What follows belongs to an exercise in optimizing a design on an open flow for a short achievable clock period and few clock cycles; a production flow would make more cautious choices.
Where RTL was checked, it was by simulation tests only, not by an equivalence proof against the original.

== north ==
==> flow/design.v <==
package sad_pkg;
  localparam int PixelWidth = 8;
  localparam int SadWidth   = 17;   
  localparam int SAddrWidth = 10;   
  localparam int RAddrWidth = 8;
  typedef logic [PixelWidth-1:0] pixel_t;
  typedef logic [SadWidth-1:0] sad_t;
  typedef logic [SAddrWidth-1:0] saddr_t;
  typedef logic [RAddrWidth-1:0] raddr_t;
endpackage
`timescale 1ns/1ns
module sad_scan_decode #(
  parameter int SImgSize = 19,
  parameter int RImgSize = 4
) (
  input  logic            clk_i,
  input  logic            rst_ni,
  input  logic            start_i,
  output logic            busy_o,
  output logic            finish_o,
  output sad_pkg::saddr_t smem_raddr_o,
  output sad_pkg::raddr_t ref_raddr_o,
  output logic [RImgSize*RImgSize-1:0] ref_wr_o,
  output logic            cand_o,
  output logic            cand_valid_o,
  output logic            cand_first_o,
  output sad_pkg::saddr_t cand_addr_o
);
  localparam int CandNum  = SImgSize - RImgSize + 1;             
  localparam int LastPix  = SImgSize * SImgSize - 1;             
  localparam int LastCand = (CandNum - 1) * (SImgSize + 1);      
  localparam int Lat      = (RImgSize - 1) * SImgSize + RImgSize + 2;   
  logic       accept;
  logic [4:0] cand_x;
  logic [3:0] ref_next;
  assign ref_next = ref_raddr_o[3:0] + 1'b1;   
  assign accept = start_i && !busy_o;
  always_ff @(posedge clk_i) begin
    if (!rst_ni) begin
      busy_o       <= 1'b0;
      finish_o     <= 1'b0;
      smem_raddr_o <= '0;
      ref_raddr_o  <= '0;
      cand_o       <= 1'b0;
    end else begin
      finish_o <= cand_o && (cand_addr_o == sad_pkg::SAddrWidth'(LastCand));
      if (!busy_o) begin
        busy_o       <= start_i;
        smem_raddr_o <= sad_pkg::SAddrWidth'(start_i);
        ref_raddr_o  <= sad_pkg::RAddrWidth'(start_i);
      end else begin
        if (ref_raddr_o != '0) ref_raddr_o <= sad_pkg::RAddrWidth'(ref_next);
        if (finish_o) busy_o <= 1'b0;
        if (smem_raddr_o != '0 && smem_raddr_o != sad_pkg::SAddrWidth'(LastPix)) begin
          smem_raddr_o <= smem_raddr_o + 1'b1;
        end else begin
          smem_raddr_o <= '0;
        end
      end
      if (accept) begin
        cand_o <= 1'b0;
      end else if (busy_o && smem_raddr_o == sad_pkg::SAddrWidth'(Lat - 1)) begin
        cand_o <= 1'b1;
      end else if (cand_o && cand_addr_o == sad_pkg::SAddrWidth'(LastCand)) begin
        cand_o <= 1'b0;
      end
    end
  end
  always_ff @(posedge clk_i) begin
    if (accept) begin
      ref_wr_o    <= 1;
      cand_x      <= '0;
      cand_addr_o <= '0;
    end else begin
      ref_wr_o <= ref_wr_o << 1;
      if (cand_o) begin
        cand_addr_o <= cand_addr_o + 1'b1;
        cand_x      <= (cand_x == 5'(SImgSize - 1)) ? '0 : cand_x + 1'b1;
      end
    end
  end
  assign cand_valid_o = cand_x < 5'(CandNum);
  assign cand_first_o = cand_addr_o == '0;
endmodule
`timescale 1ns/1ns
module sad_pe_array #(
  parameter int SImgSize = 19,
  parameter int RImgSize = 4
) (
  input  logic            clk_i,
  input  logic [RImgSize*RImgSize-1:0] ref_wr_i,
  input  sad_pkg::pixel_t search_pix_i,
  input  sad_pkg::pixel_t ref_pix_i,
  output logic [11:0]     sad_o
);
  localparam int N      = RImgSize * RImgSize;
  localparam int SW     = 12;                     
  localparam int DlyLen = SImgSize - RImgSize;    
  sad_pkg::pixel_t ref_q [N];
  sad_pkg::pixel_t pix_q;
  logic [SW-1:0]   acc_q [N];
  logic [SW-1:0]   dly_q [RImgSize-1][DlyLen];
  function automatic logic [7:0] abs_diff(input logic [7:0] a, input logic [7:0] b);
    abs_diff = (a > b) ? a - b : b - a;
  endfunction
  always_ff @(posedge clk_i) begin
    for (int j = 0; j < N; j++) begin
      if (ref_wr_i[j]) ref_q[j] <= ref_pix_i;
    end
    pix_q <= search_pix_i;
  end
  for (genvar ry = 0; ry < RImgSize; ry++) begin : g_row
    for (genvar rx = 0; rx < RImgSize; rx++) begin : g_col
      localparam int W = $clog2(255 * (RImgSize * ry + rx + 1) + 1);   
      logic [W-1:0] in_sum;
      if (rx > 0) begin : g_in
        assign in_sum = W'(acc_q[ry*RImgSize+rx-1]);
      end else if (ry > 0) begin : g_dly
        assign in_sum = W'(dly_q[ry-1][DlyLen-1]);
      end else begin : g_zero
        assign in_sum = '0;
      end
      always_ff @(posedge clk_i) begin
        acc_q[ry*RImgSize+rx] <= SW'(in_sum + W'(abs_diff(pix_q, ref_q[ry*RImgSize+rx])));
      end
    end
    if (ry < RImgSize - 1) begin : g_line
      localparam int LW = $clog2(255 * (RImgSize * ry + RImgSize) + 1);
      always_ff @(posedge clk_i) begin
        dly_q[ry][0] <= SW'(LW'(acc_q[ry*RImgSize+RImgSize-1]));
        for (int i = 1; i < DlyLen; i++) dly_q[ry][i] <= dly_q[ry][i-1];
      end
    end
  end
  assign sad_o = acc_q[N-1];
endmodule
`timescale 1ns/1ns
module sad_min_select (
  input  logic            clk_i,
  input  logic            cand_i,
  input  logic            cand_valid_i,
  input  logic            cand_first_i,
  input  sad_pkg::saddr_t cand_addr_i,
  input  logic [11:0]     sad_i,
  output sad_pkg::sad_t   min_sad_o,
  output sad_pkg::saddr_t min_addr_o
);
  logic [11:0]     min_q;
  sad_pkg::saddr_t addr_q;
  logic [11:0]     min_out_q;
  logic            take;
  assign take = cand_i && cand_valid_i && (cand_first_i || sad_i < min_q);
  always_ff @(posedge clk_i) begin
    if (take) begin
      min_q  <= sad_i;
      addr_q <= cand_addr_i;
    end
    min_out_q  <= take ? sad_i : min_q;
    min_addr_o <= take ? cand_addr_i : addr_q;
  end
  assign min_sad_o = sad_pkg::SadWidth'(min_out_q);
endmodule
`timescale 1ns/1ns
module motion_search_top #(
  parameter int SImgSize = 19,
  parameter int RImgSize = 4,
  parameter int PeNum    = 8
) (
  input  logic   clk_i,
  input  logic   rst_ni,
  input  logic   start_i,
  input  sad_pkg::pixel_t smem_rdata_i,
  input  sad_pkg::pixel_t ref_rdata_i,
  output sad_pkg::saddr_t smem_raddr_o,
  output sad_pkg::raddr_t ref_raddr_o,
  output logic   busy_o,
  output logic   finish_o,
  output sad_pkg::sad_t   min_sad_o,
  output sad_pkg::saddr_t min_addr_o
);
  logic [RImgSize*RImgSize-1:0] ref_wr;
  logic            cand;
  logic            cand_valid;
  logic            cand_first;
  sad_pkg::saddr_t cand_addr;
  logic [11:0]     sad;
  sad_scan_decode #(
    .SImgSize(SImgSize),
    .RImgSize(RImgSize)
  ) i_decode (
    .clk_i       (clk_i),
    .rst_ni      (rst_ni),
    .start_i     (start_i),
    .busy_o      (busy_o),
    .finish_o    (finish_o),
    .smem_raddr_o(smem_raddr_o),
    .ref_raddr_o (ref_raddr_o),
    .ref_wr_o    (ref_wr),
    .cand_o      (cand),
    .cand_valid_o(cand_valid),
    .cand_first_o(cand_first),
    .cand_addr_o (cand_addr)
  );
  sad_pe_array #(
    .SImgSize(SImgSize),
    .RImgSize(RImgSize)
  ) i_execute (
    .clk_i       (clk_i),
    .ref_wr_i    (ref_wr),
    .search_pix_i(smem_rdata_i),
    .ref_pix_i   (ref_rdata_i),
    .sad_o       (sad)
  );
  sad_min_select i_result (
    .clk_i       (clk_i),
    .cand_i      (cand),
    .cand_valid_i(cand_valid),
    .cand_first_i(cand_first),
    .cand_addr_i (cand_addr),
    .sad_i       (sad),
    .min_sad_o   (min_sad_o),
    .min_addr_o  (min_addr_o)
  );
endmodule
==> flow/config.mk <==
export PLATFORM = sky130hd
export DESIGN_NAME = motion_search_top
export DESIGN_NICKNAME = motion_search_top
export VERILOG_FILES = /design/flow/design.v
export SDC_FILE = /design/flow/constraint.sdc
export NUM_CORES = 4
export LEC_CHECK = 0
export CAP_MARGIN = 20
export CORE_MARGIN = 2
export CORE_UTILIZATION = 40
export CTS_CLUSTER_DIAMETER = 100
export CTS_CLUSTER_SIZE = 30
export SLEW_MARGIN = 20
==> flow/constraint.sdc <==
create_clock -name core_clock -period 10.0 [get_ports {clk_i}]
set_input_delay 2.0000 -clock core_clock [delete_from_list [all_inputs] [get_ports {clk_i}]]
set_output_delay 2.0000 -clock core_clock [all_outputs]
set_load 0.01 [all_outputs]
standard.sh (not shown) runs the stock make flow with config.mk's settings and CLKGATE_MAP_FILE= SYNTH_SCRIPT=/design/flow/synth_recipe.tcl, a recipe that flattens the netlist after the stock synthesis.
==> flow/flow/run.sh <==
#!/bin/bash
set -euo pipefail
cd "$(dirname "$0")/.."
bash standard.sh \
  BUFFER_PORTS_ARGS="-buffer_cell sky130_fd_sc_hd__buf_4" \
  SETUP_SLACK_MARGIN=7.3 \
  ABC_CLOCK_PERIOD_IN_PS=2700 \
  finish > make_flow.log 2>&1
The inputs of south differ from those of north as listed below.
-- flow/design.v --
<<< north, line 101
  logic [SW-1:0]   acc_q [N];
  logic [SW-1:0]   dly_q [RImgSize-1][DlyLen];
  function automatic logic [7:0] abs_diff(input logic [7:0] a, input logic [7:0] b);
    abs_diff = (a > b) ? a - b : b - a;
  endfunction
  always_ff @(posedge clk_i) begin
    for (int j = 0; j < N; j++) begin
>>> south, line 101
  logic [SW-1:0]   acc_q [N];
  logic [SW-1:0]   dly_q [RImgSize-1][DlyLen];
  always_ff @(posedge clk_i) begin
    for (int j = 0; j < N; j++) begin
<<< north, line 121
        assign in_sum = '0;
      end
      always_ff @(posedge clk_i) begin
        acc_q[ry*RImgSize+rx] <= SW'(in_sum + W'(abs_diff(pix_q, ref_q[ry*RImgSize+rx])));
      end
    end
>>> south, line 118
        assign in_sum = '0;
      end
      logic [W-1:0] p_w, r_w, s_ge, c_ge, s_lt, c_lt, sum_ge, sum_lt;
      logic         ge;
      assign p_w    = W'(pix_q);
      assign r_w    = W'(ref_q[ry*RImgSize+rx]);
      assign s_ge   = in_sum ^ p_w ^ ~r_w;
      assign c_ge   = {(in_sum[W-2:0] & p_w[W-2:0]) | (in_sum[W-2:0] & ~r_w[W-2:0]) |
                       (p_w[W-2:0] & ~r_w[W-2:0]), 1'b1};
      assign s_lt   = in_sum ^ r_w ^ ~p_w;
      assign c_lt   = {(in_sum[W-2:0] & r_w[W-2:0]) | (in_sum[W-2:0] & ~p_w[W-2:0]) |
                       (r_w[W-2:0] & ~p_w[W-2:0]), 1'b1};
      assign sum_ge = s_ge + c_ge;
      assign sum_lt = s_lt + c_lt;
      assign ge     = pix_q >= ref_q[ry*RImgSize+rx];
      always_ff @(posedge clk_i) begin
        acc_q[ry*RImgSize+rx] <= SW'(ge ? sum_ge : sum_lt);
      end
    end
<<< north, line 146
  output sad_pkg::saddr_t min_addr_o
);
  logic [11:0]     min_q;
  sad_pkg::saddr_t addr_q;
  logic [11:0]     min_out_q;
  logic            take;
  assign take = cand_i && cand_valid_i && (cand_first_i || sad_i < min_q);
  always_ff @(posedge clk_i) begin
    if (take) begin
>>> south, line 156
  output sad_pkg::saddr_t min_addr_o
);
  logic [11:0] min_q;
  logic [11:0] min_out_q;
  logic        smaller;
  logic        take;
  assign smaller = cand_valid_i && (cand_first_i || sad_i < min_q);
  assign take    = cand_i && smaller;
  sad_pkg::saddr_t addr_q;
  always_ff @(posedge clk_i) begin
    if (take) begin
<<< north, line 156
      addr_q <= cand_addr_i;
    end
    min_out_q  <= take ? sad_i : min_q;
    min_addr_o <= take ? cand_addr_i : addr_q;
  end
  assign min_sad_o = sad_pkg::SadWidth'(min_out_q);
>>> south, line 168
      addr_q <= cand_addr_i;
    end
  end
  always_ff @(posedge clk_i) begin
    min_out_q  <= smaller ? sad_i : min_q;
    min_addr_o <= smaller ? cand_addr_i : addr_q;
  end
  assign min_sad_o = sad_pkg::SadWidth'(min_out_q);
--- outcome ---
Compared with north, south shows clock buffer count that has gone up by more than 10%. north reports its most area-hungry cell class in the final design as registers while south reports multi-input combinational cells. The synthesized cell count of south is higher than that of north. south against north: ratio of cells with drive above 1 in the final layout went down by 1.8 points, worst setup slack went up by 0.43 ns. Final estimated routing congestion in global placement in south is 0.028 below north. Comparing south and north, share of synthesized cell area in full adder, half adder and majority cells is higher on south.
No functional check of the RTL was part of any run of this note.


Setup of 09-17:
RTL: one of the versions met above, not the one the previous note started from.
For scale: ~900 flip-flops, ~0.044 sq mm of cells after synthesis.
==> module sad_scan_decode, before the edit <==
module sad_scan_decode #(
  parameter int SImgSize = 19,
  parameter int RImgSize = 4
) (
  input  logic            clk_i,
  input  logic            rst_ni,
  input  logic            start_i,
  output logic            busy_o,
  output logic            finish_o,
  output sad_pkg::saddr_t smem_raddr_o,
  output sad_pkg::raddr_t ref_raddr_o,
  output logic [RImgSize*RImgSize-1:0] ref_wr_o,
  output logic            cand_o,
  output logic            cand_valid_o,
  output logic            cand_first_o,
  output sad_pkg::saddr_t cand_addr_o
);
  localparam int CandNum  = SImgSize - RImgSize + 1;             
  localparam int LastPix  = SImgSize * SImgSize - 1;             
  localparam int LastCand = (CandNum - 1) * (SImgSize + 1);      
  localparam int Lat      = (RImgSize - 1) * SImgSize + RImgSize + 2;   
  logic       accept;
  logic [4:0] cand_x;
  logic [3:0] ref_next;
  assign ref_next = ref_raddr_o[3:0] + 1'b1;   
  assign accept = start_i && !busy_o;
  always_ff @(posedge clk_i) begin
    if (!rst_ni) begin
      busy_o       <= 1'b0;
      finish_o     <= 1'b0;
      smem_raddr_o <= '0;
      ref_raddr_o  <= '0;
      cand_o       <= 1'b0;
    end else begin
      finish_o <= cand_o && (cand_addr_o == sad_pkg::SAddrWidth'(LastCand));
      if (!busy_o) begin
        busy_o       <= start_i;
        smem_raddr_o <= sad_pkg::SAddrWidth'(start_i);
        ref_raddr_o  <= sad_pkg::RAddrWidth'(start_i);
      end else begin
        if (ref_raddr_o != '0) ref_raddr_o <= sad_pkg::RAddrWidth'(ref_next);
        if (finish_o) busy_o <= 1'b0;
        if (smem_raddr_o != '0 && smem_raddr_o != sad_pkg::SAddrWidth'(LastPix)) begin
          smem_raddr_o <= smem_raddr_o + 1'b1;
        end else begin
          smem_raddr_o <= '0;
        end
      end
      if (accept) begin
        cand_o <= 1'b0;
      end else if (busy_o && smem_raddr_o == sad_pkg::SAddrWidth'(Lat - 1)) begin
        cand_o <= 1'b1;
      end else if (cand_o && cand_addr_o == sad_pkg::SAddrWidth'(LastCand)) begin
        cand_o <= 1'b0;
      end
    end
  end
  always_ff @(posedge clk_i) begin
    if (accept) begin
      ref_wr_o    <= 1;
      cand_x      <= '0;
      cand_addr_o <= '0;
    end else begin
      ref_wr_o <= ref_wr_o << 1;
      if (cand_o) begin
        cand_addr_o <= cand_addr_o + 1'b1;
        cand_x      <= (cand_x == 5'(SImgSize - 1)) ? '0 : cand_x + 1'b1;
      end
    end
  end
  assign cand_valid_o = cand_x < 5'(CandNum);
  assign cand_first_o = cand_addr_o == '0;
endmodule
==> module sad_pe_array, before the edit <==
module sad_pe_array #(
  parameter int SImgSize = 19,
  parameter int RImgSize = 4
) (
  input  logic            clk_i,
  input  logic [RImgSize*RImgSize-1:0] ref_wr_i,
  input  sad_pkg::pixel_t search_pix_i,
  input  sad_pkg::pixel_t ref_pix_i,
  output logic [11:0]     sad_o
);
  localparam int N      = RImgSize * RImgSize;
  localparam int SW     = 12;                     
  localparam int DlyLen = SImgSize - RImgSize;    
  sad_pkg::pixel_t ref_q [N];
  sad_pkg::pixel_t pix_q;
  logic [SW-1:0]   acc_q [N];
  logic [SW-1:0]   dly_q [RImgSize-1][DlyLen];
  always_ff @(posedge clk_i) begin
    for (int j = 0; j < N; j++) begin
      if (ref_wr_i[j]) ref_q[j] <= ref_pix_i;
    end
    pix_q <= search_pix_i;
  end
  for (genvar ry = 0; ry < RImgSize; ry++) begin : g_row
    for (genvar rx = 0; rx < RImgSize; rx++) begin : g_col
      localparam int W = $clog2(255 * (RImgSize * ry + rx + 1) + 1);   
      logic [W-1:0] in_sum;
      if (rx > 0) begin : g_in
        assign in_sum = W'(acc_q[ry*RImgSize+rx-1]);
      end else if (ry > 0) begin : g_dly
        assign in_sum = W'(dly_q[ry-1][DlyLen-1]);
      end else begin : g_zero
        assign in_sum = '0;
      end
      logic [W-1:0] p_w, r_w, s_ge, c_ge, s_lt, c_lt, sum_ge, sum_lt;
      logic         ge;
      assign p_w    = W'(pix_q);
      assign r_w    = W'(ref_q[ry*RImgSize+rx]);
      assign s_ge   = in_sum ^ p_w ^ ~r_w;
      assign c_ge   = {(in_sum[W-2:0] & p_w[W-2:0]) | (in_sum[W-2:0] & ~r_w[W-2:0]) |
                       (p_w[W-2:0] & ~r_w[W-2:0]), 1'b1};
      assign s_lt   = in_sum ^ r_w ^ ~p_w;
      assign c_lt   = {(in_sum[W-2:0] & r_w[W-2:0]) | (in_sum[W-2:0] & ~p_w[W-2:0]) |
                       (r_w[W-2:0] & ~p_w[W-2:0]), 1'b1};
      assign sum_ge = s_ge + c_ge;
      assign sum_lt = s_lt + c_lt;
      assign ge     = pix_q >= ref_q[ry*RImgSize+rx];
      always_ff @(posedge clk_i) begin
        acc_q[ry*RImgSize+rx] <= SW'(ge ? sum_ge : sum_lt);
      end
    end
    if (ry < RImgSize - 1) begin : g_line
      localparam int LW = $clog2(255 * (RImgSize * ry + RImgSize) + 1);
      always_ff @(posedge clk_i) begin
        dly_q[ry][0] <= SW'(LW'(acc_q[ry*RImgSize+RImgSize-1]));
        for (int i = 1; i < DlyLen; i++) dly_q[ry][i] <= dly_q[ry][i-1];
      end
    end
  end
  assign sad_o = acc_q[N-1];
endmodule
==> module sad_min_select, before the edit <==
module sad_min_select (
  input  logic            clk_i,
  input  logic            cand_i,
  input  logic            cand_valid_i,
  input  logic            cand_first_i,
  input  sad_pkg::saddr_t cand_addr_i,
  input  logic [11:0]     sad_i,
  output sad_pkg::sad_t   min_sad_o,
  output sad_pkg::saddr_t min_addr_o
);
  logic [11:0] min_q;
  logic [11:0] min_out_q;
  logic        smaller;
  logic        take;
  assign smaller = cand_valid_i && (cand_first_i || sad_i < min_q);
  assign take    = cand_i && smaller;
  sad_pkg::saddr_t addr_q;
  always_ff @(posedge clk_i) begin
    if (take) begin
      min_q  <= sad_i;
      addr_q <= cand_addr_i;
    end
  end
  always_ff @(posedge clk_i) begin
    min_out_q  <= smaller ? sad_i : min_q;
    min_addr_o <= smaller ? cand_addr_i : addr_q;
  end
  assign min_sad_o = sad_pkg::SadWidth'(min_out_q);
endmodule
export LEC_CHECK = 0
export CAP_MARGIN = 20
export CORE_MARGIN = 2
export CORE_UTILIZATION = 40
export SLEW_MARGIN = 20
create_clock -name core_clock -period 10.0 [get_ports {clk_i}]
Scripts as last shown in full above: flow/flow/run.sh
Setup changes, 09-17 to 05-02
--- a/flow/design.v
+++ b/flow/design.v
@@ -26,33 +26,29 @@
   output logic            cand_first_o,
   output sad_pkg::saddr_t cand_addr_o
 );
   localparam int CandNum  = SImgSize - RImgSize + 1;             
   localparam int LastPix  = SImgSize * SImgSize - 1;             
   localparam int LastCand = (CandNum - 1) * (SImgSize + 1);      
-  localparam int Lat      = (RImgSize - 1) * SImgSize + RImgSize + 2;   
+  localparam int Lat      = (RImgSize - 1) * SImgSize + RImgSize + 3;   
   logic       accept;
   logic [4:0] cand_x;
-  logic [3:0] ref_next;
-  assign ref_next = ref_raddr_o[3:0] + 1'b1;   
   assign accept = start_i && !busy_o;
+  assign ref_raddr_o = sad_pkg::RAddrWidth'(smem_raddr_o[3:0]);
   always_ff @(posedge clk_i) begin
     if (!rst_ni) begin
       busy_o       <= 1'b0;
       finish_o     <= 1'b0;
       smem_raddr_o <= '0;
-      ref_raddr_o  <= '0;
       cand_o       <= 1'b0;
     end else begin
       finish_o <= cand_o && (cand_addr_o == sad_pkg::SAddrWidth'(LastCand));
       if (!busy_o) begin
         busy_o       <= start_i;
         smem_raddr_o <= sad_pkg::SAddrWidth'(start_i);
-        ref_raddr_o  <= sad_pkg::RAddrWidth'(start_i);
       end else begin
-        if (ref_raddr_o != '0) ref_raddr_o <= sad_pkg::RAddrWidth'(ref_next);
         if (finish_o) busy_o <= 1'b0;
         if (smem_raddr_o != '0 && smem_raddr_o != sad_pkg::SAddrWidth'(LastPix)) begin
           smem_raddr_o <= smem_raddr_o + 1'b1;
         end else begin
           smem_raddr_o <= '0;
         end
@@ -95,46 +91,40 @@
 );
   localparam int N      = RImgSize * RImgSize;
   localparam int SW     = 12;                     
   localparam int DlyLen = SImgSize - RImgSize;    
   sad_pkg::pixel_t ref_q [N];
   sad_pkg::pixel_t pix_q;
+  sad_pkg::pixel_t diff_q [N];
   logic [SW-1:0]   acc_q [N];
   logic [SW-1:0]   dly_q [RImgSize-1][DlyLen];
+  function automatic logic [7:0] abs_diff(input logic [7:0] a, input logic [7:0] b);
+    abs_diff = (a > b) ? a - b : b - a;
+  endfunction
   always_ff @(posedge clk_i) begin
     for (int j = 0; j < N; j++) begin
       if (ref_wr_i[j]) ref_q[j] <= ref_pix_i;
     end
     pix_q <= search_pix_i;
+    for (int j = 0; j < N; j++) begin
+      diff_q[j] <= abs_diff(pix_q, ref_q[j]);
+    end
   end
   for (genvar ry = 0; ry < RImgSize; ry++) begin : g_row
     for (genvar rx = 0; rx < RImgSize; rx++) begin : g_col
       localparam int W = $clog2(255 * (RImgSize * ry + rx + 1) + 1);   
       logic [W-1:0] in_sum;
       if (rx > 0) begin : g_in
         assign in_sum = W'(acc_q[ry*RImgSize+rx-1]);
       end else if (ry > 0) begin : g_dly
         assign in_sum = W'(dly_q[ry-1][DlyLen-1]);
       end else begin : g_zero
         assign in_sum = '0;
       end
-      logic [W-1:0] p_w, r_w, s_ge, c_ge, s_lt, c_lt, sum_ge, sum_lt;
-      logic         ge;
-      assign p_w    = W'(pix_q);
-      assign r_w    = W'(ref_q[ry*RImgSize+rx]);
-      assign s_ge   = in_sum ^ p_w ^ ~r_w;
-      assign c_ge   = {(in_sum[W-2:0] & p_w[W-2:0]) | (in_sum[W-2:0] & ~r_w[W-2:0]) |
-                       (p_w[W-2:0] & ~r_w[W-2:0]), 1'b1};
-      assign s_lt   = in_sum ^ r_w ^ ~p_w;
-      assign c_lt   = {(in_sum[W-2:0] & r_w[W-2:0]) | (in_sum[W-2:0] & ~p_w[W-2:0]) |
-                       (r_w[W-2:0] & ~p_w[W-2:0]), 1'b1};
-      assign sum_ge = s_ge + c_ge;
-      assign sum_lt = s_lt + c_lt;
-      assign ge     = pix_q >= ref_q[ry*RImgSize+rx];
       always_ff @(posedge clk_i) begin
-        acc_q[ry*RImgSize+rx] <= SW'(ge ? sum_ge : sum_lt);
+        acc_q[ry*RImgSize+rx] <= SW'(in_sum + W'(diff_q[ry*RImgSize+rx]));
       end
     end
     if (ry < RImgSize - 1) begin : g_line
       localparam int LW = $clog2(255 * (RImgSize * ry + RImgSize) + 1);
       always_ff @(posedge clk_i) begin
         dly_q[ry][0] <= SW'(LW'(acc_q[ry*RImgSize+RImgSize-1]));
@@ -153,29 +143,19 @@
   input  sad_pkg::saddr_t cand_addr_i,
   input  logic [11:0]     sad_i,
   output sad_pkg::sad_t   min_sad_o,
   output sad_pkg::saddr_t min_addr_o
 );
   logic [11:0] min_q;
-  logic [11:0] min_out_q;
-  logic        smaller;
-  logic        take;
-  assign smaller = cand_valid_i && (cand_first_i || sad_i < min_q);
-  assign take    = cand_i && smaller;
-  sad_pkg::saddr_t addr_q;
-  always_ff @(posedge clk_i) begin
-    if (take) begin
-      min_q  <= sad_i;
-      addr_q <= cand_addr_i;
-    end
-  end
-  always_ff @(posedge clk_i) begin
-    min_out_q  <= smaller ? sad_i : min_q;
-    min_addr_o <= smaller ? cand_addr_i : addr_q;
-  end
-  assign min_sad_o = sad_pkg::SadWidth'(min_out_q);
+  always_ff @(posedge clk_i) begin
+    if (cand_i && cand_valid_i && (cand_first_i || sad_i < min_q)) begin
+      min_q      <= sad_i;
+      min_addr_o <= cand_addr_i;
+    end
+  end
+  assign min_sad_o = sad_pkg::SadWidth'(min_q);
 endmodule
 `timescale 1ns/1ns
 module motion_search_top #(
   parameter int SImgSize = 19,
   parameter int RImgSize = 4,
   parameter int PeNum    = 8
Compare 09-17 and 05-02 | final worst-path setup slack higher: 09-17. Summary of 05-02 over 09-17: final setup violation count stayed essentially flat, cell area fell by about 20%, number of non-filler instances in the completed layout fell by 1287, number of clock buffers inserted by TritonCTS rose by 4. Cmp 05-02 vs 09-17: count of antenna diodes in the layout higher in 05-02. On 05-02: count of clock-buffer cells in the layout is 3 lower than what 09-17 gave. Going from 09-17 to 05-02, fraction of standard cell area that is sequential went up; filler cell count in the final layout lower.
Testbench counts of 05-02, summed over its fixed seeds: cycles 23,416.
Function not checked in 09-17: the RTL went through the layout flow alone.

## port drivers added, routing unchanged
The results above use ideal ports. As a check the final layouts listed here were re-extracted and re-timed, cells and wires unchanged.
Step 1, drivers: a clkbuf_16 drives clk_i and a buf_2 each remaining input, both assumed.
Step 2, shift: input delay + t, output delay - t, t = (earliest + latest rising clock arrival at the registers) / 2. This alone moves slack from input paths to output paths.
Slacks: ideal / step 1 / step 2; pairs: ideal / step 1.
run | shift t [ns] | setup slack, ns | clock arrival spread, ns | worst register clock-pin slew, ns | pins driven straight from the clock port
north | 0.653 | 6.404 / 6.404 / 6.404 | 0.037 / 0.036 | 0.12 / 0.12 | 1
south | 0.709 | 6.833 / 6.788 / 6.833 | 0.048 / 0.048 | 0.12 / 0.12 | 1
09-17 | 0.754 | 6.823 / 6.752 / 6.827 | 0.094 / 0.095 | 0.07 / 0.07 | 1
05-02 | 0.736 | 6.724 / 6.661 / 6.794 | 0.041 / 0.041 | 0.07 / 0.07 | 1
After both steps every run listed still meets setup and hold.
